Source: an optimization exercise on an open RTL-to-GDS flow (aim: small area and a short achievable clock period). Production flows keep margins and buffers that such runs may drop. Where RTL was checked, it was by simulation tests only, not by an equivalence proof against the original. Function not checked in run 1: the RTL went through the layout flow alone. Power is estimated from default activity; no workload was simulated.

==> flow/design.v (outline; a module is shown in full before it is edited, if it fits) <==
// module conv3x3_pe: 785 lines
// module csa_fa: 10 lines
module conv3x3_pe #(
    parameter int SHIFT = 4,
    parameter int ACC_W = 21
) (
    input  logic         clk,
    input  logic         rst,
    input  logic [7:0]   p00,
    input  logic [7:0]   p01,
    input  logic [7:0]   p02,
    input  logic [7:0]   p10,
    input  logic [7:0]   p11,
    input  logic [7:0]   p12,
    input  logic [7:0]   p20,
    input  logic [7:0]   p21,
    input  logic [7:0]   p22,
    input  logic         window_valid,
    input  logic         w_load,
    input  logic [3:0]   w_idx,
    input  logic [7:0]   w_data,
    output logic [7:0]   out_pixel,
    output logic         out_valid,
    output logic [15:0]  out_count
);
  // ...
==> flow/run.sh <==
#!/bin/bash
# synth_recipe.tcl (not shown) runs the flow's synth.tcl, then flattens the netlist and writes it again
# the make line also repeats each setting of config.mk as NAME=value (left out here)
make -C /OpenROAD-flow-scripts/flow DESIGN_CONFIG=/design/flow/config.mk WORK_HOME=/design/flow/orfs CLKGATE_MAP_FILE= SYNTH_SCRIPT=/design/flow/synth_recipe.tcl finish
==> flow/config.mk <==
export PLATFORM = sky130hd
export DESIGN_NAME = conv3x3_pe
export DESIGN_NICKNAME = conv3x3_pe
export VERILOG_FILES = /design/flow/design.v
export SDC_FILE = /design/flow/constraint.sdc
export NUM_CORES = 4
export LEC_CHECK = 0
export CAP_MARGIN = 20
export CORE_MARGIN = 2
export CORE_UTILIZATION = 40
export SETUP_SLACK_MARGIN = 1.5
export SLEW_MARGIN = 20
export SYNTH_HIERARCHICAL = 1
export SYNTH_MINIMUM_KEEP_SIZE = 0
==> flow/constraint.sdc <==
create_clock -name core_clock -period 5.5 [get_ports {clk}]
set_input_delay 1.1000 -clock core_clock [delete_from_list [all_inputs] [get_ports {clk}]]
set_output_delay 1.1000 -clock core_clock [all_outputs]
set_load 0.01 [all_outputs]
==> summary.txt, run 1 <==
unrepaired setup endpoints after global routing=true; Async S/R FF share, synth=0%; HPWL Detailed=~63,000 um; Clk network pwr share=between 10 and 15%; CTS max path bufs=3; cells after synthesis=approximately 1,900; met1 Use GR=a little under two fifths; RePlAce Congestion=1.008; status=complete, no violations; pin count of the biggest net entering global routing=25; power in the clock group=between 2 and 2.5 mW; Mapped Area=around 22,000 sq um; CP Depth=13; Synth cell types=64; final-layout clock buffer total=44; bufs w/o clock=between 200 and 300; Slew Limit Headroom=47.07%; cell-internal power=slightly above 9 mW; fin crit period=approximately 4200 ps; CP required=5920 ps; Worst Skew=35.49 ps; commonest non-fill, non-tap cell in the layout=nand2_1; mux contribution to synthesized area=less than 1%; register area=5978 sq um; met3 WL=7466 um; fraction of area in multi-input gates=approximately three fifths; Yosys warning count=9; sequential share of the synthesized area=26.53%; n_taps=748; clk slew on worst S/H paths=around 50 ps; met2 wire len=about 35,000 um; Final non-clock buffer share=9.681%; R2R Path End=pix_q[6]$_SDFFE_PP0P_; fmax=around 240 MHz; Synth Area in Simple Gates=about 15%; total CTS buffers=34; Min-Delay Endpoint=v2_q$_SDFF_PP0_; cts repair resizes=94; Multi-Input Combinational=1,476
==> inputs of run 2 (changes only) <==
--- a/flow/design.v
+++ b/flow/design.v
@@ -120,32 +120,33 @@
             v3_q <= v2_q;
             wl_q <= w_load && (w_idx <= 4'd9);
         end
     end
     always_ff @(posedge clk) begin
         if (rst) begin
             for (int i = 0; i < 10; i++) k_q[i] <= '0;
             k_q[4] <= 8'(1 << SHIFT);
-        end else if (wl_q) begin
-            k_q[wi_q] <= wd_q;
+        end else begin
+            for (int i = 0; i < 10; i++)
+                if (wl_q && wi_q == 4'(i)) k_q[i] <= wd_q;
         end
     end
     csa_fa u_t1 (.a(~k_q[9][0]), .b(~(k_q[0][0] & px_q[0][0])), .c(~(k_q[1][0] & px_q[1][0])), .s(t1), .co(t2));
     csa_fa u_t3 (.a(~(k_q[2][0] & px_q[2][0])), .b(~(k_q[3][0] & px_q[3][0])), .c(~(k_q[4][0] & px_q[4][0])), .s(t3), .co(t4));
     csa_fa u_t5 (.a(~(k_q[5][0] & px_q[5][0])), .b(~(k_q[6][0] & px_q[6][0])), .c(~(k_q[7][0] & px_q[7][0])), .s(t5), .co(t6));
     csa_fa u_t7 (.a(~(k_q[8][0] & px_q[8][0])), .b(t1), .c(t3), .s(t7), .co(t8));
     csa_fa u_t9 (.a(1'b1), .b(~k_q[9][1]), .c(~(k_q[0][0] & px_q[0][1])), .s(t9), .co(t10));
     csa_fa u_t11 (.a(~(k_q[0][1] & px_q[0][0])), .b(~(k_q[1][0] & px_q[1][1])), .c(~(k_q[1][1] & px_q[1][0])), .s(t11), .co(t12));
     csa_fa u_t13 (.a(~(k_q[2][0] & px_q[2][1])), .b(~(k_q[2][1] & px_q[2][0])), .c(~(k_q[3][0] & px_q[3][1])), .s(t13), .co(t14));
     csa_fa u_t15 (.a(~(k_q[3][1] & px_q[3][0])), .b(~(k_q[4][0] & px_q[4][1])), .c(~(k_q[4][1] & px_q[4][0])), .s(t15), .co(t16));
     csa_fa u_t17 (.a(~(k_q[5][0] & px_q[5][1])), .b(~(k_q[5][1] & px_q[5][0])), .c(~(k_q[6][0] & px_q[6][1])), .s(t17), .co(t18));
     csa_fa u_t19 (.a(~(k_q[6][1] & px_q[6][0])), .b(~(k_q[7][0] & px_q[7][1])), .c(~(k_q[7][1] & px_q[7][0])), .s(t19), .co(t20));
-    csa_fa u_t21 (.a(~(k_q[8][0] & px_q[8][1])), .b(~(k_q[8][1] & px_q[8][0])), .c(t2), .s(t21), .co(t22));
-    csa_fa u_t23 (.a(t9), .b(t4), .c(t6), .s(t23), .co(t24));
+    csa_fa u_t21 (.a(~(k_q[8][0] & px_q[8][1])), .b(~(k_q[8][1] & px_q[8][0])), .c(t9), .s(t21), .co(t22));
+    csa_fa u_t23 (.a(t2), .b(t4), .c(t6), .s(t23), .co(t24));
     csa_fa u_t25 (.a(t11), .b(t13), .c(t15), .s(t25), .co(t26));
     csa_fa u_t27 (.a(t17), .b(t19), .c(t21), .s(t27), .co(t28));
     csa_fa u_t29 (.a(t8), .b(t23), .c(t25), .s(t29), .co(t30));
     csa_fa u_t31 (.a(1'b1), .b(~k_q[9][2]), .c(~(k_q[0][0] & px_q[0][2])), .s(t31), .co(t32));
     csa_fa u_t33 (.a(~(k_q[0][1] & px_q[0][1])), .b(~(k_q[0][2] & px_q[0][0])), .c(~(k_q[1][0] & px_q[1][2])), .s(t33), .co(t34));
     csa_fa u_t35 (.a(~(k_q[1][1] & px_q[1][1])), .b(~(k_q[1][2] & px_q[1][0])), .c(~(k_q[2][0] & px_q[2][2])), .s(t35), .co(t36));
     csa_fa u_t37 (.a(~(k_q[2][1] & px_q[2][1])), .b(~(k_q[2][2] & px_q[2][0])), .c(~(k_q[3][0] & px_q[3][2])), .s(t37), .co(t38));
     csa_fa u_t39 (.a(~(k_q[3][1] & px_q[3][1])), .b(~(k_q[3][2] & px_q[3][0])), .c(~(k_q[4][0] & px_q[4][2])), .s(t39), .co(t40));
@@ -178,17 +179,17 @@
     csa_fa u_t93 (.a(~(k_q[8][3] & px_q[8][0])), .b(t32), .c(t34), .s(t93), .co(t94));
     csa_fa u_t95 (.a(t36), .b(t38), .c(t40), .s(t95), .co(t96));
     csa_fa u_t97 (.a(t42), .b(t44), .c(t46), .s(t97), .co(t98));
     csa_fa u_t99 (.a(t48), .b(t69), .c(t71), .s(t99), .co(t100));
     csa_fa u_t101 (.a(t73), .b(t75), .c(t77), .s(t101), .co(t102));
     csa_fa u_t103 (.a(t79), .b(t81), .c(t83), .s(t103), .co(t104));
     csa_fa u_t105 (.a(t85), .b(t87), .c(t89), .s(t105), .co(t106));
     csa_fa u_t107 (.a(t91), .b(t50), .c(t52), .s(t107), .co(t108));
-    csa_fa u_t109 (.a(t54), .b(t93), .c(t56), .s(t109), .co(t110));
+    csa_fa u_t109 (.a(t93), .b(t54), .c(t56), .s(t109), .co(t110));
     csa_fa u_t111 (.a(t58), .b(t95), .c(t97), .s(t111), .co(t112));
     csa_fa u_t113 (.a(t99), .b(t101), .c(t103), .s(t113), .co(t114));
     csa_fa u_t115 (.a(t105), .b(t60), .c(t107), .s(t115), .co(t116));
     csa_fa u_t117 (.a(t62), .b(t109), .c(t64), .s(t117), .co(t118));
     csa_fa u_t119 (.a(t111), .b(t113), .c(t66), .s(t119), .co(t120));
     csa_fa u_t121 (.a(t115), .b(t68), .c(t117), .s(t121), .co(t122));
     csa_fa u_t123 (.a(1'b1), .b(~k_q[9][4]), .c(~(k_q[0][0] & px_q[0][4])), .s(t123), .co(t124));
     csa_fa u_t125 (.a(~(k_q[0][1] & px_q[0][3])), .b(~(k_q[0][2] & px_q[0][2])), .c(~(k_q[0][3] & px_q[0][1])), .s(t125), .co(t126));
@@ -200,37 +201,37 @@
     csa_fa u_t137 (.a(~(k_q[3][4] & px_q[3][0])), .b(~(k_q[4][0] & px_q[4][4])), .c(~(k_q[4][1] & px_q[4][3])), .s(t137), .co(t138));
     csa_fa u_t139 (.a(~(k_q[4][2] & px_q[4][2])), .b(~(k_q[4][3] & px_q[4][1])), .c(~(k_q[4][4] & px_q[4][0])), .s(t139), .co(t140));
     csa_fa u_t141 (.a(~(k_q[5][0] & px_q[5][4])), .b(~(k_q[5][1] & px_q[5][3])), .c(~(k_q[5][2] & px_q[5][2])), .s(t141), .co(t142));
     csa_fa u_t143 (.a(~(k_q[5][3] & px_q[5][1])), .b(~(k_q[5][4] & px_q[5][0])), .c(~(k_q[6][0] & px_q[6][4])), .s(t143), .co(t144));
     csa_fa u_t145 (.a(~(k_q[6][1] & px_q[6][3])), .b(~(k_q[6][2] & px_q[6][2])), .c(~(k_q[6][3] & px_q[6][1])), .s(t145), .co(t146));
     csa_fa u_t147 (.a(~(k_q[6][4] & px_q[6][0])), .b(~(k_q[7][0] & px_q[7][4])), .c(~(k_q[7][1] & px_q[7][3])), .s(t147), .co(t148));
     csa_fa u_t149 (.a(~(k_q[7][2] & px_q[7][2])), .b(~(k_q[7][3] & px_q[7][1])), .c(~(k_q[7][4] & px_q[7][0])), .s(t149), .co(t150));
     csa_fa u_t151 (.a(~(k_q[8][0] & px_q[8][4])), .b(~(k_q[8][1] & px_q[8][3])), .c(~(k_q[8][2] & px_q[8][2])), .s(t151), .co(t152));
-    csa_fa u_t153 (.a(~(k_q[8][3] & px_q[8][1])), .b(~(k_q[8][4] & px_q[8][0])), .c(t70), .s(t153), .co(t154));
-    csa_fa u_t155 (.a(t123), .b(t72), .c(t74), .s(t155), .co(t156));
+    csa_fa u_t153 (.a(~(k_q[8][3] & px_q[8][1])), .b(~(k_q[8][4] & px_q[8][0])), .c(t123), .s(t153), .co(t154));
+    csa_fa u_t155 (.a(t70), .b(t72), .c(t74), .s(t155), .co(t156));
     csa_fa u_t157 (.a(t76), .b(t78), .c(t80), .s(t157), .co(t158));
     csa_fa u_t159 (.a(t82), .b(t84), .c(t86), .s(t159), .co(t160));
     csa_fa u_t161 (.a(t88), .b(t90), .c(t92), .s(t161), .co(t162));
     csa_fa u_t163 (.a(t125), .b(t127), .c(t129), .s(t163), .co(t164));
     csa_fa u_t165 (.a(t131), .b(t133), .c(t135), .s(t165), .co(t166));
     csa_fa u_t167 (.a(t137), .b(t139), .c(t141), .s(t167), .co(t168));
     csa_fa u_t169 (.a(t143), .b(t145), .c(t147), .s(t169), .co(t170));
     csa_fa u_t171 (.a(t149), .b(t151), .c(t94), .s(t171), .co(t172));
     csa_fa u_t173 (.a(t153), .b(t96), .c(t98), .s(t173), .co(t174));
     csa_fa u_t175 (.a(t100), .b(t155), .c(t102), .s(t175), .co(t176));
     csa_fa u_t177 (.a(t104), .b(t106), .c(t157), .s(t177), .co(t178));
     csa_fa u_t179 (.a(t159), .b(t161), .c(t163), .s(t179), .co(t180));
     csa_fa u_t181 (.a(t165), .b(t167), .c(t169), .s(t181), .co(t182));
-    csa_fa u_t183 (.a(t108), .b(t171), .c(t110), .s(t183), .co(t184));
+    csa_fa u_t183 (.a(t171), .b(t108), .c(t110), .s(t183), .co(t184));
     csa_fa u_t185 (.a(t173), .b(t112), .c(t175), .s(t185), .co(t186));
     csa_fa u_t187 (.a(t114), .b(t177), .c(t179), .s(t187), .co(t188));
     csa_fa u_t189 (.a(t181), .b(t116), .c(t183), .s(t189), .co(t190));
-    csa_fa u_t191 (.a(t118), .b(t185), .c(t120), .s(t191), .co(t192));
-    csa_fa u_t193 (.a(t187), .b(t189), .c(t122), .s(t193), .co(t194));
+    csa_fa u_t191 (.a(t118), .b(t185), .c(t187), .s(t191), .co(t192));
+    csa_fa u_t193 (.a(t120), .b(t189), .c(t122), .s(t193), .co(t194));
     csa_fa u_t195 (.a(1'b1), .b(~k_q[9][5]), .c(~(k_q[0][0] & px_q[0][5])), .s(t195), .co(t196));
     csa_fa u_t197 (.a(~(k_q[0][1] & px_q[0][4])), .b(~(k_q[0][2] & px_q[0][3])), .c(~(k_q[0][3] & px_q[0][2])), .s(t197), .co(t198));
     csa_fa u_t199 (.a(~(k_q[0][4] & px_q[0][1])), .b(~(k_q[0][5] & px_q[0][0])), .c(~(k_q[1][0] & px_q[1][5])), .s(t199), .co(t200));
     csa_fa u_t201 (.a(~(k_q[1][1] & px_q[1][4])), .b(~(k_q[1][2] & px_q[1][3])), .c(~(k_q[1][3] & px_q[1][2])), .s(t201), .co(t202));
     csa_fa u_t203 (.a(~(k_q[1][4] & px_q[1][1])), .b(~(k_q[1][5] & px_q[1][0])), .c(~(k_q[2][0] & px_q[2][5])), .s(t203), .co(t204));
     csa_fa u_t205 (.a(~(k_q[2][1] & px_q[2][4])), .b(~(k_q[2][2] & px_q[2][3])), .c(~(k_q[2][3] & px_q[2][2])), .s(t205), .co(t206));
     csa_fa u_t207 (.a(~(k_q[2][4] & px_q[2][1])), .b(~(k_q[2][5] & px_q[2][0])), .c(~(k_q[3][0] & px_q[3][5])), .s(t207), .co(t208));
     csa_fa u_t209 (.a(~(k_q[3][1] & px_q[3][4])), .b(~(k_q[3][2] & px_q[3][3])), .c(~(k_q[3][3] & px_q[3][2])), .s(t209), .co(t210));
@@ -312,21 +313,21 @@
     csa_fa u_t361 (.a(t329), .b(t331), .c(t333), .s(t361), .co(t362));
     csa_fa u_t363 (.a(t335), .b(t337), .c(t339), .s(t363), .co(t364));
     csa_fa u_t365 (.a(t341), .b(t343), .c(t345), .s(t365), .co(t366));
     csa_fa u_t367 (.a(t347), .b(t349), .c(t254), .s(t367), .co(t368));
     csa_fa u_t369 (.a(t351), .b(t256), .c(t258), .s(t369), .co(t370));
     csa_fa u_t371 (.a(t353), .b(t260), .c(t262), .s(t371), .co(t372));
     csa_fa u_t373 (.a(t355), .b(t264), .c(t357), .s(t373), .co(t374));
     csa_fa u_t375 (.a(t266), .b(t359), .c(t361), .s(t375), .co(t376));
-    csa_fa u_t377 (.a(t363), .b(t268), .c(t365), .s(t377), .co(t378));
-    csa_fa u_t379 (.a(t367), .b(t369), .c(t270), .s(t379), .co(t380));
-    csa_fa u_t381 (.a(t272), .b(t371), .c(t274), .s(t381), .co(t382));
-    csa_fa u_t383 (.a(t373), .b(t375), .c(t276), .s(t383), .co(t384));
-    csa_fa u_t385 (.a(t377), .b(t278), .c(t379), .s(t385), .co(t386));
+    csa_fa u_t377 (.a(t363), .b(t365), .c(t367), .s(t377), .co(t378));
+    csa_fa u_t379 (.a(t268), .b(t270), .c(t369), .s(t379), .co(t380));
+    csa_fa u_t381 (.a(t272), .b(t371), .c(t373), .s(t381), .co(t382));
+    csa_fa u_t383 (.a(t274), .b(t375), .c(t377), .s(t383), .co(t384));
+    csa_fa u_t385 (.a(t276), .b(t278), .c(t379), .s(t385), .co(t386));
     csa_fa u_t387 (.a(t280), .b(t381), .c(t383), .s(t387), .co(t388));
     csa_fa u_t389 (.a(1'b1), .b(k_q[9][7]), .c(~(k_q[0][0] & px_q[0][7])), .s(t389), .co(t390));
     csa_fa u_t391 (.a(~(k_q[0][1] & px_q[0][6])), .b(~(k_q[0][2] & px_q[0][5])), .c(~(k_q[0][3] & px_q[0][4])), .s(t391), .co(t392));
     csa_fa u_t393 (.a(~(k_q[0][4] & px_q[0][3])), .b(~(k_q[0][5] & px_q[0][2])), .c(~(k_q[0][6] & px_q[0][1])), .s(t393), .co(t394));
     csa_fa u_t395 (.a((k_q[0][7] & px_q[0][0])), .b(~(k_q[1][0] & px_q[1][7])), .c(~(k_q[1][1] & px_q[1][6])), .s(t395), .co(t396));
     csa_fa u_t397 (.a(~(k_q[1][2] & px_q[1][5])), .b(~(k_q[1][3] & px_q[1][4])), .c(~(k_q[1][4] & px_q[1][3])), .s(t397), .co(t398));
     csa_fa u_t399 (.a(~(k_q[1][5] & px_q[1][2])), .b(~(k_q[1][6] & px_q[1][1])), .c((k_q[1][7] & px_q[1][0])), .s(t399), .co(t400));
     csa_fa u_t401 (.a(~(k_q[2][0] & px_q[2][7])), .b(~(k_q[2][1] & px_q[2][6])), .c(~(k_q[2][2] & px_q[2][5])), .s(t401), .co(t402));
@@ -370,25 +371,25 @@
     csa_fa u_t477 (.a(t348), .b(t350), .c(t441), .s(t477), .co(t478));
     csa_fa u_t479 (.a(t443), .b(t445), .c(t447), .s(t479), .co(t480));
     csa_fa u_t481 (.a(t449), .b(t451), .c(t453), .s(t481), .co(t482));
     csa_fa u_t483 (.a(t455), .b(t457), .c(t459), .s(t483), .co(t484));
     csa_fa u_t485 (.a(t461), .b(t463), .c(t465), .s(t485), .co(t486));
     csa_fa u_t487 (.a(t352), .b(t467), .c(t354), .s(t487), .co(t488));
     csa_fa u_t489 (.a(t356), .b(t469), .c(t358), .s(t489), .co(t490));
     csa_fa u_t491 (.a(t360), .b(t362), .c(t471), .s(t491), .co(t492));
-    csa_fa u_t493 (.a(t364), .b(t473), .c(t366), .s(t493), .co(t494));
+    csa_fa u_t493 (.a(t473), .b(t364), .c(t366), .s(t493), .co(t494));
     csa_fa u_t495 (.a(t475), .b(t477), .c(t479), .s(t495), .co(t496));
-    csa_fa u_t497 (.a(t481), .b(t368), .c(t483), .s(t497), .co(t498));
-    csa_fa u_t499 (.a(t485), .b(t370), .c(t487), .s(t499), .co(t500));
-    csa_fa u_t501 (.a(t372), .b(t374), .c(t489), .s(t501), .co(t502));
+    csa_fa u_t497 (.a(t481), .b(t483), .c(t485), .s(t497), .co(t498));
+    csa_fa u_t499 (.a(t368), .b(t487), .c(t370), .s(t499), .co(t500));
+    csa_fa u_t501 (.a(t372), .b(t489), .c(t374), .s(t501), .co(t502));
     csa_fa u_t503 (.a(t491), .b(t376), .c(t493), .s(t503), .co(t504));
-    csa_fa u_t505 (.a(t378), .b(t495), .c(t497), .s(t505), .co(t506));
-    csa_fa u_t507 (.a(t380), .b(t499), .c(t382), .s(t507), .co(t508));
-    csa_fa u_t509 (.a(t501), .b(t384), .c(t503), .s(t509), .co(t510));
+    csa_fa u_t505 (.a(t495), .b(t378), .c(t497), .s(t505), .co(t506));
+    csa_fa u_t507 (.a(t499), .b(t380), .c(t382), .s(t507), .co(t508));
+    csa_fa u_t509 (.a(t501), .b(t503), .c(t384), .s(t509), .co(t510));
     csa_fa u_t511 (.a(~(k_q[0][1] & px_q[0][7])), .b(~(k_q[0][2] & px_q[0][6])), .c(~(k_q[0][3] & px_q[0][5])), .s(t511), .co(t512));
     csa_fa u_t513 (.a(~(k_q[0][4] & px_q[0][4])), .b(~(k_q[0][5] & px_q[0][3])), .c(~(k_q[0][6] & px_q[0][2])), .s(t513), .co(t514));
     csa_fa u_t515 (.a((k_q[0][7] & px_q[0][1])), .b(~(k_q[1][1] & px_q[1][7])), .c(~(k_q[1][2] & px_q[1][6])), .s(t515), .co(t516));
     csa_fa u_t517 (.a(~(k_q[1][3] & px_q[1][5])), .b(~(k_q[1][4] & px_q[1][4])), .c(~(k_q[1][5] & px_q[1][3])), .s(t517), .co(t518));
     csa_fa u_t519 (.a(~(k_q[1][6] & px_q[1][2])), .b((k_q[1][7] & px_q[1][1])), .c(~(k_q[2][1] & px_q[2][7])), .s(t519), .co(t520));
     csa_fa u_t521 (.a(~(k_q[2][2] & px_q[2][6])), .b(~(k_q[2][3] & px_q[2][5])), .c(~(k_q[2][4] & px_q[2][4])), .s(t521), .co(t522));
     csa_fa u_t523 (.a(~(k_q[2][5] & px_q[2][3])), .b(~(k_q[2][6] & px_q[2][2])), .c((k_q[2][7] & px_q[2][1])), .s(t523), .co(t524));
     csa_fa u_t525 (.a(~(k_q[3][1] & px_q[3][7])), .b(~(k_q[3][2] & px_q[3][6])), .c(~(k_q[3][3] & px_q[3][5])), .s(t525), .co(t526));
@@ -426,28 +427,28 @@
     csa_fa u_t589 (.a(t454), .b(t456), .c(t458), .s(t589), .co(t590));
     csa_fa u_t591 (.a(t460), .b(t462), .c(t464), .s(t591), .co(t592));
     csa_fa u_t593 (.a(t466), .b(t555), .c(t557), .s(t593), .co(t594));
     csa_fa u_t595 (.a(t559), .b(t561), .c(t563), .s(t595), .co(t596));
     csa_fa u_t597 (.a(t565), .b(t567), .c(t569), .s(t597), .co(t598));
     csa_fa u_t599 (.a(t571), .b(t573), .c(t575), .s(t599), .co(t600));
     csa_fa u_t601 (.a(t577), .b(t579), .c(t581), .s(t601), .co(t602));
     csa_fa u_t603 (.a(t468), .b(t470), .c(t472), .s(t603), .co(t604));
-    csa_fa u_t605 (.a(t583), .b(t474), .c(t476), .s(t605), .co(t606));
+    csa_fa u_t605 (.a(t474), .b(t583), .c(t476), .s(t605), .co(t606));
     csa_fa u_t607 (.a(t478), .b(t480), .c(t585), .s(t607), .co(t608));
     csa_fa u_t609 (.a(t587), .b(t482), .c(t484), .s(t609), .co(t610));
     csa_fa u_t611 (.a(t486), .b(t589), .c(t591), .s(t611), .co(t612));
     csa_fa u_t613 (.a(t593), .b(t595), .c(t597), .s(t613), .co(t614));
     csa_fa u_t615 (.a(t599), .b(t601), .c(t488), .s(t615), .co(t616));
-    csa_fa u_t617 (.a(t603), .b(t490), .c(t492), .s(t617), .co(t618));
+    csa_fa u_t617 (.a(t490), .b(t603), .c(t492), .s(t617), .co(t618));
     csa_fa u_t619 (.a(t494), .b(t605), .c(t607), .s(t619), .co(t620));
-    csa_fa u_t621 (.a(t496), .b(t609), .c(t498), .s(t621), .co(t622));
-    csa_fa u_t623 (.a(t611), .b(t613), .c(t500), .s(t623), .co(t624));
-    csa_fa u_t625 (.a(t615), .b(t502), .c(t617), .s(t625), .co(t626));
-    csa_fa u_t627 (.a(t504), .b(t619), .c(t506), .s(t627), .co(t628));
+    csa_fa u_t621 (.a(t609), .b(t496), .c(t498), .s(t621), .co(t622));
+    csa_fa u_t623 (.a(t611), .b(t613), .c(t615), .s(t623), .co(t624));
+    csa_fa u_t625 (.a(t500), .b(t502), .c(t617), .s(t625), .co(t626));
+    csa_fa u_t627 (.a(t504), .b(t619), .c(t621), .s(t627), .co(t628));
     csa_fa u_t629 (.a(~(k_q[0][2] & px_q[0][7])), .b(~(k_q[0][3] & px_q[0][6])), .c(~(k_q[0][4] & px_q[0][5])), .s(t629), .co(t630));
     csa_fa u_t631 (.a(~(k_q[0][5] & px_q[0][4])), .b(~(k_q[0][6] & px_q[0][3])), .c((k_q[0][7] & px_q[0][2])), .s(t631), .co(t632));
     csa_fa u_t633 (.a(~(k_q[1][2] & px_q[1][7])), .b(~(k_q[1][3] & px_q[1][6])), .c(~(k_q[1][4] & px_q[1][5])), .s(t633), .co(t634));
     csa_fa u_t635 (.a(~(k_q[1][5] & px_q[1][4])), .b(~(k_q[1][6] & px_q[1][3])), .c((k_q[1][7] & px_q[1][2])), .s(t635), .co(t636));
     csa_fa u_t637 (.a(~(k_q[2][2] & px_q[2][7])), .b(~(k_q[2][3] & px_q[2][6])), .c(~(k_q[2][4] & px_q[2][5])), .s(t637), .co(t638));
     csa_fa u_t639 (.a(~(k_q[2][5] & px_q[2][4])), .b(~(k_q[2][6] & px_q[2][3])), .c((k_q[2][7] & px_q[2][2])), .s(t639), .co(t640));
     csa_fa u_t641 (.a(~(k_q[3][2] & px_q[3][7])), .b(~(k_q[3][3] & px_q[3][6])), .c(~(k_q[3][4] & px_q[3][5])), .s(t641), .co(t642));
     csa_fa u_t643 (.a(~(k_q[3][5] & px_q[3][4])), .b(~(k_q[3][6] & px_q[3][3])), .c((k_q[3][7] & px_q[3][2])), .s(t643), .co(t644));
@@ -488,17 +489,17 @@
     csa_fa u_t713 (.a(t592), .b(t594), .c(t596), .s(t713), .co(t714));
     csa_fa u_t715 (.a(t693), .b(t695), .c(t598), .s(t715), .co(t716));
     csa_fa u_t717 (.a(t600), .b(t602), .c(t697), .s(t717), .co(t718));
     csa_fa u_t719 (.a(t699), .b(t701), .c(t703), .s(t719), .co(t720));
     csa_fa u_t721 (.a(t705), .b(t707), .c(t604), .s(t721), .co(t722));
     csa_fa u_t723 (.a(t709), .b(t606), .c(t608), .s(t723), .co(t724));
     csa_fa u_t725 (.a(t610), .b(t711), .c(t713), .s(t725), .co(t726));
     csa_fa u_t727 (.a(t715), .b(t612), .c(t614), .s(t727), .co(t728));
-    csa_fa u_t729 (.a(t616), .b(t717), .c(t719), .s(t729), .co(t730));
+    csa_fa u_t729 (.a(t717), .b(t719), .c(t616), .s(t729), .co(t730));
     csa_fa u_t731 (.a(t721), .b(t618), .c(t723), .s(t731), .co(t732));
     csa_fa u_t733 (.a(t620), .b(t622), .c(t725), .s(t733), .co(t734));
     csa_fa u_t735 (.a(t727), .b(t624), .c(t729), .s(t735), .co(t736));
     csa_fa u_t737 (.a(1'b1), .b(~(k_q[0][3] & px_q[0][7])), .c(~(k_q[0][4] & px_q[0][6])), .s(t737), .co(t738));
     csa_fa u_t739 (.a(~(k_q[0][5] & px_q[0][5])), .b(~(k_q[0][6] & px_q[0][4])), .c((k_q[0][7] & px_q[0][3])), .s(t739), .co(t740));
     csa_fa u_t741 (.a(~(k_q[1][3] & px_q[1][7])), .b(~(k_q[1][4] & px_q[1][6])), .c(~(k_q[1][5] & px_q[1][5])), .s(t741), .co(t742));
     csa_fa u_t743 (.a(~(k_q[1][6] & px_q[1][4])), .b((k_q[1][7] & px_q[1][3])), .c(~(k_q[2][3] & px_q[2][7])), .s(t743), .co(t744));
     csa_fa u_t745 (.a(~(k_q[2][4] & px_q[2][6])), .b(~(k_q[2][5] & px_q[2][5])), .c(~(k_q[2][6] & px_q[2][4])), .s(t745), .co(t746));
@@ -538,17 +539,17 @@
     csa_fa u_t813 (.a(t708), .b(t795), .c(t797), .s(t813), .co(t814));
     csa_fa u_t815 (.a(t799), .b(t801), .c(t803), .s(t815), .co(t816));
     csa_fa u_t817 (.a(t710), .b(t805), .c(t712), .s(t817), .co(t818));
     csa_fa u_t819 (.a(t714), .b(t716), .c(t807), .s(t819), .co(t820));
     csa_fa u_t821 (.a(t809), .b(t811), .c(t718), .s(t821), .co(t822));
     csa_fa u_t823 (.a(t720), .b(t813), .c(t815), .s(t823), .co(t824));
     csa_fa u_t825 (.a(t722), .b(t724), .c(t817), .s(t825), .co(t826));
     csa_fa u_t827 (.a(t726), .b(t728), .c(t819), .s(t827), .co(t828));
-    csa_fa u_t829 (.a(t821), .b(t730), .c(t823), .s(t829), .co(t830));
+    csa_fa u_t829 (.a(t821), .b(t823), .c(t730), .s(t829), .co(t830));
     csa_fa u_t831 (.a(1'b1), .b(~(k_q[0][4] & px_q[0][7])), .c(~(k_q[0][5] & px_q[0][6])), .s(t831), .co(t832));
     csa_fa u_t833 (.a(~(k_q[0][6] & px_q[0][5])), .b((k_q[0][7] & px_q[0][4])), .c(~(k_q[1][4] & px_q[1][7])), .s(t833), .co(t834));
     csa_fa u_t835 (.a(~(k_q[1][5] & px_q[1][6])), .b(~(k_q[1][6] & px_q[1][5])), .c((k_q[1][7] & px_q[1][4])), .s(t835), .co(t836));
     csa_fa u_t837 (.a(~(k_q[2][4] & px_q[2][7])), .b(~(k_q[2][5] & px_q[2][6])), .c(~(k_q[2][6] & px_q[2][5])), .s(t837), .co(t838));
     csa_fa u_t839 (.a((k_q[2][7] & px_q[2][4])), .b(~(k_q[3][4] & px_q[3][7])), .c(~(k_q[3][5] & px_q[3][6])), .s(t839), .co(t840));
     csa_fa u_t841 (.a(~(k_q[3][6] & px_q[3][5])), .b((k_q[3][7] & px_q[3][4])), .c(~(k_q[4][4] & px_q[4][7])), .s(t841), .co(t842));
     csa_fa u_t843 (.a(~(k_q[4][5] & px_q[4][6])), .b(~(k_q[4][6] & px_q[4][5])), .c((k_q[4][7] & px_q[4][4])), .s(t843), .co(t844));
     csa_fa u_t845 (.a(~(k_q[5][4] & px_q[5][7])), .b(~(k_q[5][5] & px_q[5][6])), .c(~(k_q[5][6] & px_q[5][5])), .s(t845), .co(t846));
@@ -576,17 +577,17 @@
     csa_fa u_t889 (.a(t873), .b(t796), .c(t798), .s(t889), .co(t890));
     csa_fa u_t891 (.a(t800), .b(t802), .c(t875), .s(t891), .co(t892));
     csa_fa u_t893 (.a(t877), .b(t804), .c(t879), .s(t893), .co(t894));
     csa_fa u_t895 (.a(t881), .b(t883), .c(t885), .s(t895), .co(t896));
     csa_fa u_t897 (.a(t806), .b(t808), .c(t887), .s(t897), .co(t898));
     csa_fa u_t899 (.a(t810), .b(t812), .c(t889), .s(t899), .co(t900));
     csa_fa u_t901 (.a(t891), .b(t814), .c(t816), .s(t901), .co(t902));
     csa_fa u_t903 (.a(t893), .b(t895), .c(t818), .s(t903), .co(t904));
-    csa_fa u_t905 (.a(t820), .b(t897), .c(t822), .s(t905), .co(t906));
+    csa_fa u_t905 (.a(t897), .b(t820), .c(t822), .s(t905), .co(t906));
     csa_fa u_t907 (.a(t899), .b(t824), .c(t901), .s(t907), .co(t908));
     csa_fa u_t909 (.a(~(k_q[0][5] & px_q[0][7])), .b(~(k_q[0][6] & px_q[0][6])), .c((k_q[0][7] & px_q[0][5])), .s(t909), .co(t910));
     csa_fa u_t911 (.a(~(k_q[1][5] & px_q[1][7])), .b(~(k_q[1][6] & px_q[1][6])), .c((k_q[1][7] & px_q[1][5])), .s(t911), .co(t912));
     csa_fa u_t913 (.a(~(k_q[2][5] & px_q[2][7])), .b(~(k_q[2][6] & px_q[2][6])), .c((k_q[2][7] & px_q[2][5])), .s(t913), .co(t914));
     csa_fa u_t915 (.a(~(k_q[3][5] & px_q[3][7])), .b(~(k_q[3][6] & px_q[3][6])), .c((k_q[3][7] & px_q[3][5])), .s(t915), .co(t916));
     csa_fa u_t917 (.a(~(k_q[4][5] & px_q[4][7])), .b(~(k_q[4][6] & px_q[4][6])), .c((k_q[4][7] & px_q[4][5])), .s(t917), .co(t918));
     csa_fa u_t919 (.a(~(k_q[5][5] & px_q[5][7])), .b(~(k_q[5][6] & px_q[5][6])), .c((k_q[5][7] & px_q[5][5])), .s(t919), .co(t920));
     csa_fa u_t921 (.a(~(k_q[6][5] & px_q[6][7])), .b(~(k_q[6][6] & px_q[6][6])), .c((k_q[6][7] & px_q[6][5])), .s(t921), .co(t922));
@@ -641,19 +642,19 @@
     csa_fa u_t1019 (.a(t970), .b(t972), .c(t974), .s(t1019), .co(t1020));
     csa_fa u_t1021 (.a(t976), .b(t978), .c(t980), .s(t1021), .co(t1022));
     csa_fa u_t1023 (.a(t1013), .b(t1015), .c(t1017), .s(t1023), .co(t1024));
     csa_fa u_t1025 (.a(t982), .b(t984), .c(t986), .s(t1025), .co(t1026));
     csa_fa u_t1027 (.a(t988), .b(t990), .c(t1019), .s(t1027), .co(t1028));
     csa_fa u_t1029 (.a(t1021), .b(t1023), .c(t992), .s(t1029), .co(t1030));
     csa_fa u_t1031 (.a(t994), .b(t996), .c(t1025), .s(t1031), .co(t1032));
     csa_fa u_t1033 (.a(t998), .b(t1027), .c(t1029), .s(t1033), .co(t1034));
-    csa_fa u_t1035 (.a(t1000), .b(t1002), .c(t1031), .s(t1035), .co(t1036));
-    csa_fa u_t1037 (.a(t1004), .b(t1033), .c(t1006), .s(t1037), .co(t1038));
-    csa_fa u_t1039 (.a(t1008), .b(t1035), .c(t1010), .s(t1039), .co(t1040));
+    csa_fa u_t1035 (.a(t1000), .b(t1002), .c(t1004), .s(t1035), .co(t1036));
+    csa_fa u_t1037 (.a(t1031), .b(t1033), .c(t1006), .s(t1037), .co(t1038));
+    csa_fa u_t1039 (.a(t1035), .b(t1008), .c(t1037), .s(t1039), .co(t1040));
     csa_fa u_t1041 (.a(1'b1), .b(t1014), .c(t1016), .s(t1041), .co(t1042));
     csa_fa u_t1043 (.a(t1018), .b(t1020), .c(t1022), .s(t1043), .co(t1044));
     csa_fa u_t1045 (.a(t1041), .b(t1024), .c(t1026), .s(t1045), .co(t1046));
     csa_fa u_t1047 (.a(t1043), .b(t1028), .c(t1030), .s(t1047), .co(t1048));
     csa_fa u_t1049 (.a(t1045), .b(t1032), .c(t1034), .s(t1049), .co(t1050));
     csa_fa u_t1051 (.a(t1047), .b(t1036), .c(t1049), .s(t1051), .co(t1052));
     csa_fa u_t1053 (.a(1'b1), .b(t1042), .c(t1044), .s(t1053), .co(t1054));
     csa_fa u_t1055 (.a(t1046), .b(t1053), .c(t1048), .s(t1055), .co(t1056));
@@ -708,17 +709,17 @@
         r2_q[14] <= t282;
         r2_q[15] <= t385;
         r2_q[16] <= t387;
         r2_q[17] <= t505;
         r2_q[18] <= t386;
         r2_q[19] <= t507;
         r2_q[20] <= t388;
         r2_q[21] <= t509;
-        r2_q[22] <= t621;
+        r2_q[22] <= t506;
         r2_q[23] <= t623;
         r2_q[24] <= t508;
         r2_q[25] <= t625;
         r2_q[26] <= t510;
         r2_q[27] <= t627;
         r2_q[28] <= t626;
         r2_q[29] <= t731;
         r2_q[30] <= t628;
@@ -741,50 +742,47 @@
         r2_q[47] <= t965;
         r2_q[48] <= t906;
         r2_q[49] <= t967;
         r2_q[50] <= t908;
         r2_q[51] <= t966;
         r2_q[52] <= t1009;
         r2_q[53] <= t968;
         r2_q[54] <= t1011;
-        r2_q[55] <= t1037;
+        r2_q[55] <= t1010;
         r2_q[56] <= t1012;
         r2_q[57] <= t1039;
         r2_q[58] <= t1038;
         r2_q[59] <= t1051;
         r2_q[60] <= t1040;
         r2_q[61] <= t1050;
         r2_q[62] <= t1055;
         r2_q[63] <= t1052;
         r2_q[64] <= t1057;
         r2_q[65] <= t1058;
     end
     assign acc_a = {1'b1, r2_q[65], t1121, t1119, t1115, t1108, t1102, t1094, t1086, t1085, t1072, t1066, t1063, t1060, r2_q[13], r2_q[8], r2_q[6], r2_q[4], r2_q[2], r2_q[0]};
     assign acc_b = {1'b0, t1122, 1'b0, 1'b0, 1'b0, t1111, t1107, t1101, t1093, 1'b0, t1077, t1071, t1065, t1061, t1059, r2_q[9], r2_q[7], r2_q[5], r2_q[3], r2_q[1]};
     logic [19:0] acc;
-    logic [15:0] sh;
-    logic [7:0]  sat_d, pix_q;
+    logic [15:0] sh_q;
     assign acc = ~acc_a + ~acc_b;
-    assign sh  = acc[19:4];
-    always_comb begin
-        if (sh[15] && !(&sh[14:7])) sat_d = 8'h80;
-        else if (!sh[15] && (|sh[14:7])) sat_d = 8'h7f;
-        else sat_d = sh[7:0];
-    end
     always_ff @(posedge clk) begin
         if (rst) begin
-            pix_q <= '0;
+            sh_q  <= '0;
             cnt_q <= '0;
         end else if (v2_q) begin
-            pix_q <= sat_d;
+            sh_q  <= acc[19:4];
             cnt_q <= cnt_q + 16'd1;
         end
     end
-    assign out_pixel = pix_q;
+    always_comb begin
+        if (sh_q[15] && !(&sh_q[14:7])) out_pixel = 8'h80;
+        else if (!sh_q[15] && (|sh_q[14:7])) out_pixel = 8'h7f;
+        else out_pixel = sh_q[7:0];
+    end
     assign out_valid = v3_q;
     assign out_count = cnt_q;
 endmodule
 module csa_fa (
     input  logic a,
     input  logic b,
     input  logic c,
     output logic s,
==> flow/config.mk (replaced) <==
export PLATFORM = sky130hd
export DESIGN_NAME = conv3x3_pe
export DESIGN_NICKNAME = conv3x3_pe
export VERILOG_FILES = /design/flow/design.v
export SDC_FILE = /design/flow/constraint.sdc
export NUM_CORES = 4
export LEC_CHECK = 0
export ABC_CLOCK_PERIOD_IN_PS = 2000
export CAP_MARGIN = 20
export CORE_MARGIN = 2
export CORE_UTILIZATION = 40
export SLEW_MARGIN = 20
export SYNTH_HIERARCHICAL = 1
export SYNTH_MINIMUM_KEEP_SIZE = 0
==> run 2 against run 1 <==
Area after synthesis increased by 0.49%; global-route usage down 1.2 points; die area is 0.48% higher; sequential power is 11% lower; count of clock-buffer cells in the layout grew 3; sequential share of layout area fell by 0.97 points; combinational power shrank 78%; critical endpoint is now r2_q[60]$_DFF_P_.
==> summary.txt, run 2 <==
status=complete, no violations (unchanged); Worst-Skew Late Latency=570 ps (about the same); total CTS buffers=35 (was 34); Slew Limit Headroom=29.12% (was 47.07%); post-route ant nets=0 (unchanged); Final TNS setup=0 ps (unchanged); area of the multi-input gates=16,210 sq um (was 16,020 sq um); R2R Setup Slk=1200 ps (was 1260 ps); Syn Area/Cell=11.18 sq um (was 11.54 sq um); worst setup path start=k_q[0][4]$_SDFFE_PP0P_ (was r2_q[45]$_DFF_P_); sw frac=36.75% (was 47.36%); Largest regs=k_q (80), px_q (72), r2_q (66) (unchanged); CP Capture Point=r2_q[60]$_DFF_P_ (was pix_q[6]$_SDFFE_PP0P_); Worst Skew=14.82 ps (was 35.49 ps); crit path DAT=4740 ps (was 4660 ps); WL final=74,930 um (was 78,120 um); Largest register FFs=80 (unchanged); most frequent cell after synthesis=fa_1 (unchanged); critical path startpoint category=register (unchanged); worst slew pin tran=1062 ps (was 783.2 ps); period utilization=78.25% (was 77.07%); Synth Register Bits=266 (was 258); Switching Power=2.740 mW (was 8.350 mW); clk slew on worst S/H paths=60 ps (was 50 ps); port buffer count=112 (unchanged); largest area contributor in the netlist=fa_1 (unchanged); CTS tree=yes (unchanged); fin crit period=4304 ps (was 4239 ps); most frequent cells in the layout=fa_1, nand2_1, dfxtp_1 (was nand2_1, fa_1, buf_4); Initial Utilization=40.46% (was 40.34%); CTS max path bufs=3 (unchanged); final setup fails=0 (unchanged); Die Height=240.1 um (was 239.5 um); Main synth FF type=dfxtp_1 (unchanged); Reg2Reg Launch Point=k_q[0][4]$_SDFFE_PP0P_ (was r2_q[45]$_DFF_P_); top post-synthesis cells by area=fa_1, dfxtp_1, nand2_1 (was fa_1, dfxtp_1, edfxtp_1); htree depth=2 (unchanged); register area=5325 sq um (was 5978 sq um); R2R Path End=r2_q[60]$_DFF_P_ (was pix_q[6]$_SDFFE_PP0P_); vias in the first global route=16,370 (was 17,460); WL per Instance=27.12 um (was 27.33 um); critical path class=reg -> reg (unchanged); Max Cap Viol=0 (unchanged); starting DRC count in detailed routing=1,313 (was 1,738); gr usage total=27.39% (was 28.54%); RePlAce Congestion=0.9416 (was 1.008); floorplan row count=86 (unchanged); CP endpoint kind=register (unchanged); via count=14,760 (was 15,740); peak supply drop=0.5744 mV (was 1.146 mV); TritonCTS Sinks=266 (was 258); Clk network pwr share=32.1% (was 12.6%); combinational power share=37.1% (was 72.9%); chip width=240.1 um (was 239.5 um); Yosys warning count=11 (was 9); Post CTS Setup Buffer Count=0 (was 121); GRT overflow=0 (unchanged); cell-internal power=4.716 mW (was 9.282 mW); FF-to-FF path depth=8 (was 13); Ports=113 (unchanged); Top reg by flops=k_q (unchanged); Placed Instance Area=23,780 sq um (was 23,830 sq um); fmax=232.3 MHz (was 235.9 MHz); design area=24,980 sq um (was 26,830 sq um); Cell Pwr Density=298.4 nW/um^2 (was 657.1 nW/um^2); commonest non-fill, non-tap cell in the layout=fa_1 (was nand2_1); CP required=5930 ps (was 5920 ps); Hold Path Class=reg -> reg (unchanged); most frequent cells after synthesis=fa_1, nand2_1, dfxtp_1 (unchanged); Slew Viols, Final=0 (unchanged); Async S/R FF share, synth=0% (unchanged); area grow syn2layout=12.09% (was 20.97%); CP Max Fanout=9 (was 6); endpoints failing hold=0 (unchanged); sequential share of the synthesized area=23.89% (was 26.53%); cts hold-fix bufs=0 (unchanged); CTS root buffer=clkbuf_16 (unchanged); first-pass GRT wire length=110,400 um (was 115,500 um); layout cells sized above 1=3.923% (was 19.43%); pin count of the biggest net entering global routing=69 (was 25); fill count=5,133 (was 4,999); core box area=55,090 sq um (was 54,990 sq um); HPWL Detailed=62,570 um (was 63,220 um); top-area cell type share of the netlist area=50.39% (was 50.63%); die area=57,630 sq um (was 57,350 sq um); drt pass-1 iters=5 (was 6); initial antenna violation count=0 (was 2); cts repair resizes=0 (was 94); Nets=2,653 (was 2,748); Synth cell types=56 (was 64); unrepaired setup endpoints after global routing=false (was true); cells after synthesis=1,993 (was 1,922); Pleak=7.340 nW (was 9.015 nW); via density per instance=5.341 (was 5.507); number of synthesized flops with an enable pin=0 (was 72); DRC=0 (unchanged); Mapped Area=22,290 sq um (was 22,180 sq um); Flop pwr share=30.8% (was 14.6%)
[run 2: changes by cell type after synthesis, moves of 11 or more]
cell,before,now
clkbuf_1,145,164
dfxtp_1,186,266
edfxtp_1,72,0
mux2i_1,1,83
nand2_1,552,532
nor2_1,91,106
nor2b_1,14,3
[run 2: cells by family (layout without fill, tap and decap cells)]
kind of cell	count (synthesis)	after routing	synth area share [%]
and+or+nand+nor	764	764	14.32
xor gates and xnor gates	19	19	0.7466
AOI/OAI and AO/OA	74	74	2.521
adders and majority gates	576	576	51.23
buffers and inverters	210	221	3.548
DFF	266	266	23.89
other	1	12	0.01682
muxes	83	83	3.727
[run 2: per-module statistics from Yosys (local to each module, per instance)]
module	area, sq um	cells inside	flops+latches	times used
conv3x3_pe	11060	1432	266	1
csa_fa	20.02	1	0	561
[run 2: final cells by class]
class,instances,area share (%)
Multi-Input combinational cell,1527,64.90
Clock buffer,47,4.007
Timing Repair Buffer,116,4.598
Inverter,43,0.6461
Clock inverter,15,0.7813
Antenna cell,1,0.01002
Sequential cell,266,21.32
Tap cell,748,3.746
[run 2: how the worst min path moves through the flow]
stage                         start              end  depth (start not counted)  slack [ps]
global route        v1_q$_SDFF_PP0_  v2_q$_SDFF_PP0_                          1         450
detailed placement  v1_q$_SDFF_PP0_  v2_q$_SDFF_PP0_                          1         430
floorplan           v1_q$_SDFF_PP0_  v2_q$_SDFF_PP0_                          1         410
finish              v1_q$_SDFF_PP0_  v2_q$_SDFF_PP0_                          1         440
global placement    v1_q$_SDFF_PP0_  v2_q$_SDFF_PP0_                          1         420
CTS                 v1_q$_SDFF_PP0_  v2_q$_SDFF_PP0_                          1         440
[run 2: power by group through the flow]
| stage | combinational (mW) | clock (mW) | sequential [mW] |
|---|---|---|---|
| CTS | 2.76 | 2.46 | 2.29 |
| finish | 2.77 | 2.39 | 2.29 |
| floorplan | 1.93 | 0 | 2.18 |
| global route | 3.04 | 2.54 | 2.31 |
| detailed placement | 2.75 | 0 | 2.33 |
| global placement | 2.70 | 0 | 2.33 |
[run 2: per-stage QoR]
stage / cells / utilization (%) / setup WS, ps / total power, mW / hold WS, ps
2_1_floorplan: 2003 / - / 1591 / 4.108 / 413.8
4_1_cts: 2762 / 45.34 / 1176 / 7.506 / 441.2
3_3_place_gp: 2700 / 43.17 / 1217 / 5.033 / 424.8
5_1_grt: 2762 / 45.34 / 1065 / 7.881 / 450.1
3_5_place_dp: 2700 / 43.17 / 1164 / 5.075 / 428.3
6_report: 2763 / 45.35 / 1196 / 7.456 / 436.0
[run 2: layer usage]
| metal | wire length [um] | vias up | GRT usage [%] |
|---|---|---|---|
| met4 | 4830 | 0 | 15.36 |
| met1 | 28140 | 7759 | 33.33 |
| met5 | 0 | - | 0 |
| li1 | - | 6076 | - |
| met3 | 5972 | 168 | 6.636 |
| met2 | 35990 | 754 | 44.77 |
[run 2: critical path: stages (launching register included)]
cell and delay [ps]:
dfxtp_1 700, nand2_1 170, fa_1 500, fa_1 480, fa_1 450, fa_1 520, fa_1 440, fa_1 480
fa_1 430
==> inputs of run 3 (changes only) <==
--- a/flow/config.mk
+++ b/flow/config.mk
@@ -9,6 +9,7 @@
 export CAP_MARGIN = 20
 export CORE_MARGIN = 2
 export CORE_UTILIZATION = 40
+export SETUP_SLACK_MARGIN = 1.8
 export SLEW_MARGIN = 20
 export SYNTH_HIERARCHICAL = 1
 export SYNTH_MINIMUM_KEEP_SIZE = 0
==> run 3 against run 2 <==
Sequential power is 2% lower; sequential share of layout area rose by 0.59 points; flip-flop and latch count stayed put; still clean on timing, DRC and antenna; final cell count increased by 1.8%; synthesized cell count stayed put; total power is 6.9% higher; worst setup slack improved by 490 ps; non-clock buffer count grew 50; critical path depth is the same; area after synthesis did not move; clock power is 4% higher; core utilization rose by 2.8 points.
==> summary.txt, run 3 <==
post-route ant nets=0 (unchanged); endpoints failing hold=0 (unchanged); layout cells sized above 1=22.49% (was 3.923%); CTS root buffer=clkbuf_16 (unchanged); total CTS buffers=36 (was 35); pin count of the biggest net entering global routing=77 (was 69); RePlAce Congestion=0.9367 (was 0.9416); hold depth=1 (unchanged); Slew Limit Headroom=24.23% (was 29.12%); Pleak=7.759 nW (was 7.340 nW); FF-to-FF path depth=8 (unchanged); most frequent cell after synthesis=fa_1 (unchanged); via density per instance=5.387 (was 5.341); CTS max path bufs=3 (unchanged); die area=57,630 sq um (unchanged); via count=15,150 (was 14,760); top-area cell type share of the netlist area=50.39% (unchanged); worst slew pin tran=1132 ps (was 1062 ps); Final TNS setup=0 ps (unchanged); starting DRC count in detailed routing=1,267 (was 1,313); Overall Power=7.971 mW (was 7.456 mW); design area=26,520 sq um (was 24,980 sq um); sequential share of the synthesized area=23.89% (unchanged); Worst Skew=29.73 ps (was 14.82 ps); Slew Viols, Final=0 (unchanged); Synth cell types=56 (unchanged); Cell Pwr Density=300.5 nW/um^2 (was 298.4 nW/um^2); CP required=5940 ps (was 5930 ps); area grow syn2layout=18.99% (was 12.09%); Hold Path Class=reg -> reg (unchanged); Syn Area/Cell=11.18 sq um (unchanged); core box area=55,090 sq um (unchanged); cells after synthesis=1,993 (unchanged); CTS tree=yes (unchanged); critical path startpoint category=register (unchanged); floorplan row count=86 (unchanged); Die Height=240.1 um (unchanged); R2R Setup Slk=1690 ps (was 1200 ps); worst setup path start=k_q[2][4]$_SDFFE_PP0P_ (was k_q[0][4]$_SDFFE_PP0P_); Reg2Reg Launch Point=k_q[2][4]$_SDFFE_PP0P_ (was k_q[0][4]$_SDFFE_PP0P_); Ports=113 (unchanged); htree depth=2 (unchanged); Async S/R FF share, synth=0% (unchanged); period utilization=69.27% (was 78.25%); critical path class=reg -> reg (unchanged); CP Max Fanout=6 (was 9); most frequent cells in the layout=nand2_1, fa_1, fa_2 (was fa_1, nand2_1, dfxtp_1); unrepaired setup endpoints after global routing=true (was false); fmax=262.5 MHz (was 232.3 MHz); clk slew on worst S/H paths=60 ps (about the same); WL per Instance=27.67 um (was 27.12 um); Nets=2,704 (was 2,653); WL final=77,810 um (was 74,930 um); R2R Path End=r2_q[16]$_DFF_P_ (was r2_q[60]$_DFF_P_); peak supply drop=0.5685 mV (was 0.5744 mV); vias in the first global route=16,550 (was 16,370); TritonCTS Sinks=266 (unchanged); number of synthesized flops with an enable pin=0 (unchanged); area of the multi-input gates=16,760 sq um (was 16,210 sq um); status=complete, no violations (unchanged); port buffer count=112 (unchanged); top post-synthesis cells by area=fa_1, dfxtp_1, nand2_1 (unchanged); largest area contributor in the netlist=fa_1 (unchanged); CP Capture Point=r2_q[16]$_DFF_P_ (was r2_q[60]$_DFF_P_); Main synth FF type=dfxtp_1 (unchanged); fin crit period=3810 ps (was 4304 ps); Largest regs=k_q (80), px_q (72), r2_q (66) (unchanged); final setup fails=0 (unchanged); gr usage total=28.07% (was 27.39%); Placed Instance Area=23,810 sq um (was 23,780 sq um); Synth Register Bits=266 (unchanged); first-pass GRT wire length=113,300 um (was 110,400 um); crit path DAT=4250 ps (was 4740 ps); Largest register FFs=80 (unchanged); Top reg by flops=k_q (unchanged); commonest non-fill, non-tap cell in the layout=nand2_1 (was fa_1); register area=5811 sq um (was 5325 sq um); WHS=430.6 ps (was 436.0 ps); HPWL Detailed=63,680 um (was 62,570 um); Initial Utilization=40.46% (unchanged); Yosys warning count=11 (unchanged); chip width=240.1 um (unchanged); DRC=0 (unchanged); GRT overflow=0 (unchanged); Mapped Area=22,290 sq um (unchanged); drt pass-1 iters=7 (was 5); fill count=5,041 (was 5,133); Worst-Skew Late Latency=580 ps (was 570 ps); cts hold-fix bufs=0 (unchanged); Max Cap Viol=0 (unchanged); most frequent cells after synthesis=fa_1, nand2_1, dfxtp_1 (unchanged); initial antenna violation count=1 (was 0); CP endpoint kind=register (unchanged)
==> run 3: cell counts after synthesis <==
Identical to the previous run, type by type.
==> run 3: where the power goes <==
part	switching, mW	total (mW)	leakage, nW	internal [mW]
Clock	0.980	2.48	0.591	1.50
Sequential	0.208	2.25	2.27	2.04
Combinational	1.75	3.24	4.90	1.48
==> run 3: worst min path at each step <==
stage	from	to	slack (ps)
global placement	v1_q$_SDFF_PP0_	v2_q$_SDFF_PP0_	420
floorplan	v1_q$_SDFF_PP0_	v2_q$_SDFF_PP0_	410
global route	v1_q$_SDFF_PP0_	v2_q$_SDFF_PP0_	450
finish	v1_q$_SDFF_PP0_	v2_q$_SDFF_PP0_	430
detailed placement	v1_q$_SDFF_PP0_	v2_q$_SDFF_PP0_	420
CTS	v1_q$_SDFF_PP0_	v2_q$_SDFF_PP0_	430
==> run 3: per-layer routing <==
metal	share of wire, %	vias to the layer above	track usage [%]	routed length (um)
met1	39	8095	35.80	30200
met5	0.017	-	0	13
met2	49	710	47.66	38380
met4	4.7	2	11.82	3668
li1	-	6177	-	-
met3	7.1	164	4.340	5539
==> run 3: modules after synthesis, one instance, submodules excluded <==
module	cell area [sq um]	flip-flops and latches
csa_fa	20.02	0
conv3x3_pe	11060	266
==> run 3: final cells by class <==
cell class,count,share of cell area [%]
Clock buffer,45,3.675
Antenna cell,1,0.009435
Tap cell,748,3.529
Inverter,43,0.6086
Clock inverter,16,0.9294
Timing Repair Buffer,166,6.142
Sequential cell,266,21.91
Multi-Input combinational cell,1527,63.20
==> run 3: cell families after synthesis <==
group	after synthesis	share of synthesized area (%)
multiplexers	83	3.727
AO/OA/AOI/OAI	74	2.521
AND/OR/NAND/NOR	764	14.32
buffers and inverters	210	3.548
XOR/XNOR	19	0.7466
other	1	0.01682
flip-flops	266	23.89
adder cells (fa/ha/maj)	576	51.23
==> run 3: what timing repair did <==
action | in CTS | in global routing
gates resized for setup | 344 | 130
pin swaps | 49 | 72
buffers inserted | 35 | 14
gates cloned | 0 | 0
endpoints found under the setup margin | 53 | 36
hold endpoints to repair | 0 | 0
==> run 3: critical path, stage by stage (launching register included) <==
cell	delay, ps
dfxtp_4	430
buf_4	160
nand2_1	60
fa_1	540
fa_1	470
fa_2	600
fa_1	450
fa_1	540
fa_2	430
==> run 3: through the flow <==
step,cells,worst slack [ps],util [%]
final,2812,1690,48.14
after global routing,2811,1638,48.14
after floorplan,2003,1745,-
after global placement,2701,1234,43.22
after detailed placement,2701,1206,43.22
after CTS,2797,1711,47.32
==> inputs of run 4 (changes only) <==
--- a/flow/config.mk
+++ b/flow/config.mk
@@ -9,7 +9,7 @@
 export CAP_MARGIN = 20
 export CORE_MARGIN = 2
 export CORE_UTILIZATION = 40
-export SETUP_SLACK_MARGIN = 1.8
+export SETUP_SLACK_MARGIN = 1.4
 export SLEW_MARGIN = 20
 export SYNTH_HIERARCHICAL = 1
 export SYNTH_MINIMUM_KEEP_SIZE = 0
==> run 4 against run 3 <==
Still clean; synthesized cell count unchanged; flip-flop and latch count unchanged; core utilization down 2.4 points; largest power group unchanged.
==> summary.txt, run 4 <==
Async S/R FF share, synth=0% (unchanged); RePlAce Congestion=0.9416 (was 0.9367); Mapped Area=22,290 sq um (unchanged); GRT overflow=0 (unchanged); gr usage total=27.43% (was 28.07%); R2R Setup Slk=1480 ps (was 1690 ps); Largest register FFs=80 (unchanged); critical path startpoint category=register (unchanged); cells after synthesis=1,993 (unchanged); Overall Power=7.527 mW (was 7.971 mW); critical path class=reg -> reg (unchanged); vias in the first global route=16,360 (was 16,550); number of synthesized flops with an enable pin=0 (unchanged); Ports=113 (unchanged); Slew Viols, Final=0 (unchanged); hold wc startpoint=v1_q$_SDFF_PP0_ (unchanged); largest area contributor in the netlist=fa_1 (unchanged); Final TNS setup=0 ps (unchanged); CP Capture Point=r2_q[32]$_DFF_P_ (was r2_q[16]$_DFF_P_); unrepaired setup endpoints after global routing=false (was true); area grow syn2layout=12.97% (was 18.99%); CP endpoint kind=register (unchanged); most frequent cells in the layout=fa_1, nand2_1, dfxtp_1 (was nand2_1, fa_1, fa_2); Slew Limit Headroom=26.83% (was 24.23%); starting DRC count in detailed routing=1,259 (was 1,267); via density per instance=5.401 (was 5.387); HPWL Detailed=62,570 um (was 63,680 um); Main synth FF type=dfxtp_1 (unchanged); worst slew pin tran=1096 ps (was 1132 ps); floorplan row count=86 (unchanged); initial antenna violation count=0 (was 1); TritonCTS Sinks=266 (unchanged); htree depth=2 (unchanged); post-route ant nets=0 (unchanged); Max Cap Viol=0 (unchanged); Nets=2,653 (was 2,704); DRC=0 (unchanged); Synth Register Bits=266 (unchanged); commonest non-fill, non-tap cell in the layout=fa_1 (was nand2_1); Setup WS pre-CTS=1164 ps (was 1206 ps); Pleak=7.371 nW (was 7.759 nW); WL final=75,220 um (was 77,810 um); peak supply drop=0.5722 mV (was 0.5685 mV); Yosys warning count=11 (unchanged); Post CTS Setup Buffer Count=0 (was 35); period utilization=73.11% (was 69.27%); sequential share of the synthesized area=23.89% (unchanged); diodes inserted=0 (was 1); final setup fails=0 (unchanged); clk slew on worst S/H paths=60 ps (about the same); drt pass-1 iters=5 (was 7); first-pass GRT wire length=110,600 um (was 113,300 um); fmax=248.7 MHz (was 262.5 MHz); Syn Area/Cell=11.18 sq um (unchanged); layout cells sized above 1=9.235% (was 22.49%); Worst-Skew Late Latency=580 ps (about the same); Cell Pwr Density=298.9 nW/um^2 (was 300.5 nW/um^2); cts hold-fix bufs=0 (unchanged); Largest regs=k_q (80), px_q (72), r2_q (66) (unchanged); port buffer count=112 (unchanged); Initial Utilization=40.46% (unchanged); fill count=5,106 (was 5,041); top post-synthesis cells by area=fa_1, dfxtp_1, nand2_1 (unchanged); CTS max path bufs=3 (unchanged); worst setup path start=px_q[2][0]$_DFF_P_ (was k_q[2][4]$_SDFFE_PP0P_); Hold Path Class=reg -> reg (unchanged); core box area=55,090 sq um (unchanged); die area=57,630 sq um (unchanged); Die Height=240.1 um (unchanged); top-area cell type share of the netlist area=50.39% (unchanged); total CTS buffers=35 (was 36); via count=14,920 (was 15,150); fin crit period=4021 ps (was 3810 ps); CTS root buffer=clkbuf_16 (unchanged); Top reg by flops=k_q (unchanged); chip width=240.1 um (unchanged); most frequent cells after synthesis=fa_1, nand2_1, dfxtp_1 (unchanged); crit path DAT=4470 ps (was 4250 ps); most frequent cell after synthesis=fa_1 (unchanged); Worst Slack Setup Final=1479 ps (was 1690 ps); CTS tree=yes (unchanged); pin count of the biggest net entering global routing=69 (was 77); Worst Skew=17.54 ps (was 29.73 ps); CP required=5950 ps (was 5940 ps); FF-to-FF path depth=8 (unchanged); R2R Path End=r2_q[32]$_DFF_P_ (was r2_q[16]$_DFF_P_); Reg2Reg Launch Point=px_q[2][0]$_DFF_P_ (was k_q[2][4]$_SDFFE_PP0P_); Synth cell types=56 (unchanged); status=complete, no violations (unchanged); WL per Instance=27.24 um (was 27.67 um); endpoints failing hold=0 (unchanged); CP Max Fanout=8 (was 6)
run 4: area by class of cell:
class	instances	area (sq um)	area share, %
clock inverter	15	195.2	0.7752
inverter	43	161.4	0.6410
tap	748	935.9	3.717
multi-input combinational	1527	16240	64.51
clock buffer	47	1001	3.975
timing repair buffer	116	1149	4.561
sequential	266	5494	21.82
run 4: logic make-up (layout without fill, tap and decap cells):
family | after synthesis | after routing | share of synthesized area [%]
mux | 83 | 83 | 3.727
other cells | 1 | 11 | 0.01682
fa+ha+maj | 576 | 576 | 51.23
compound gates | 74 | 74 | 2.521
xor+xnor | 19 | 19 | 0.7466
flops | 266 | 266 | 23.89
simple gates | 764 | 764 | 14.32
buf+inv | 210 | 221 | 3.548
run 4: worst max-delay path: stages (launching register included):
cell and delay [ps]:
dfxtp_1 570, nand2_1 140, fa_1 430, fa_1 470
fa_1 410, fa_1 480, fa_1 430, fa_1 520
fa_1 430
run 4: worst min-delay path by stage:
stage	end	slack (ps)	cells past startpoint
after global routing	v2_q$_SDFF_PP0_	450	1
after floorplan	v2_q$_SDFF_PP0_	410	1
final	v2_q$_SDFF_PP0_	440	1
after detailed placement	v2_q$_SDFF_PP0_	430	1
after global placement	v2_q$_SDFF_PP0_	420	1
after CTS	v2_q$_SDFF_PP0_	440	1
run 4: Yosys stat by module, one instance, submodules excluded:
module / cell area, sq um / cells inside / flops+latches / copies in the design
conv3x3_pe: 11060 / 1432 / 266 / 1
csa_fa: 20.02 / 1 / 0 / 561
run 4: power breakdown:
group          internal, mW  switching, mW
logic                  1.23           1.60
clock network          1.43          0.964
registers              2.08          0.213
run 4: metrics by stage:
stage	cells	hold WS, ps	area, sq um	utilization [%]
final	2762	436.0	25180	45.71
after global routing	2762	450.1	25180	45.71
after CTS	2762	441.2	25060	45.48
after detailed placement	2700	428.3	23780	43.17
after global placement	2700	424.8	23780	43.17
after floorplan	2003	413.8	22330	-
run 4: metal layers:
metal / GRT usage [%] / up-vias / wire, um
met1: 33.52 / 7874 / 27990
met2: 44.80 / 788 / 36050
met3: 6.533 / 185 / 6192
met4: 15.25 / 0 / 4990
met5: 0 / - / 0
li1: - / 6070 / -
run 4: timing repair:
item | CTS | global route
gates resized for setup | 47 | 79
setup endpoints to repair | 8 | 13
pin swaps | 1 | 2

==> afterwards: timing with drivers on the ports <==
The flow's constraints put no driver on any port. The routed layouts listed below were extracted and timed again, unchanged, in two steps. Step 1, drivers: a clkbuf_16 drives clk and a buf_2 each remaining input, both assumed. Step 2 also shifts input and output timing later by t, the mid clock arrival at the registers, as if the neighbouring blocks saw the same clock. Slacks: no drivers / after step 1 / after step 2; pairs: no drivers / after step 1.
run | t (ns) | setup slack, ns | worst slew at a driven data input, ns
run 1 | 0.611 | 1.261 / 1.261 / 1.261 | 0.05
run 2 | 0.627 | 1.196 / 1.196 / 1.196 | 0.05
run 3 | 0.615 | 1.690 / 1.690 / 1.690 | 0.05
run 4 | 0.631 | 1.479 / 1.479 / 1.479 | 0.05
After both steps setup and hold are still met in every run listed.
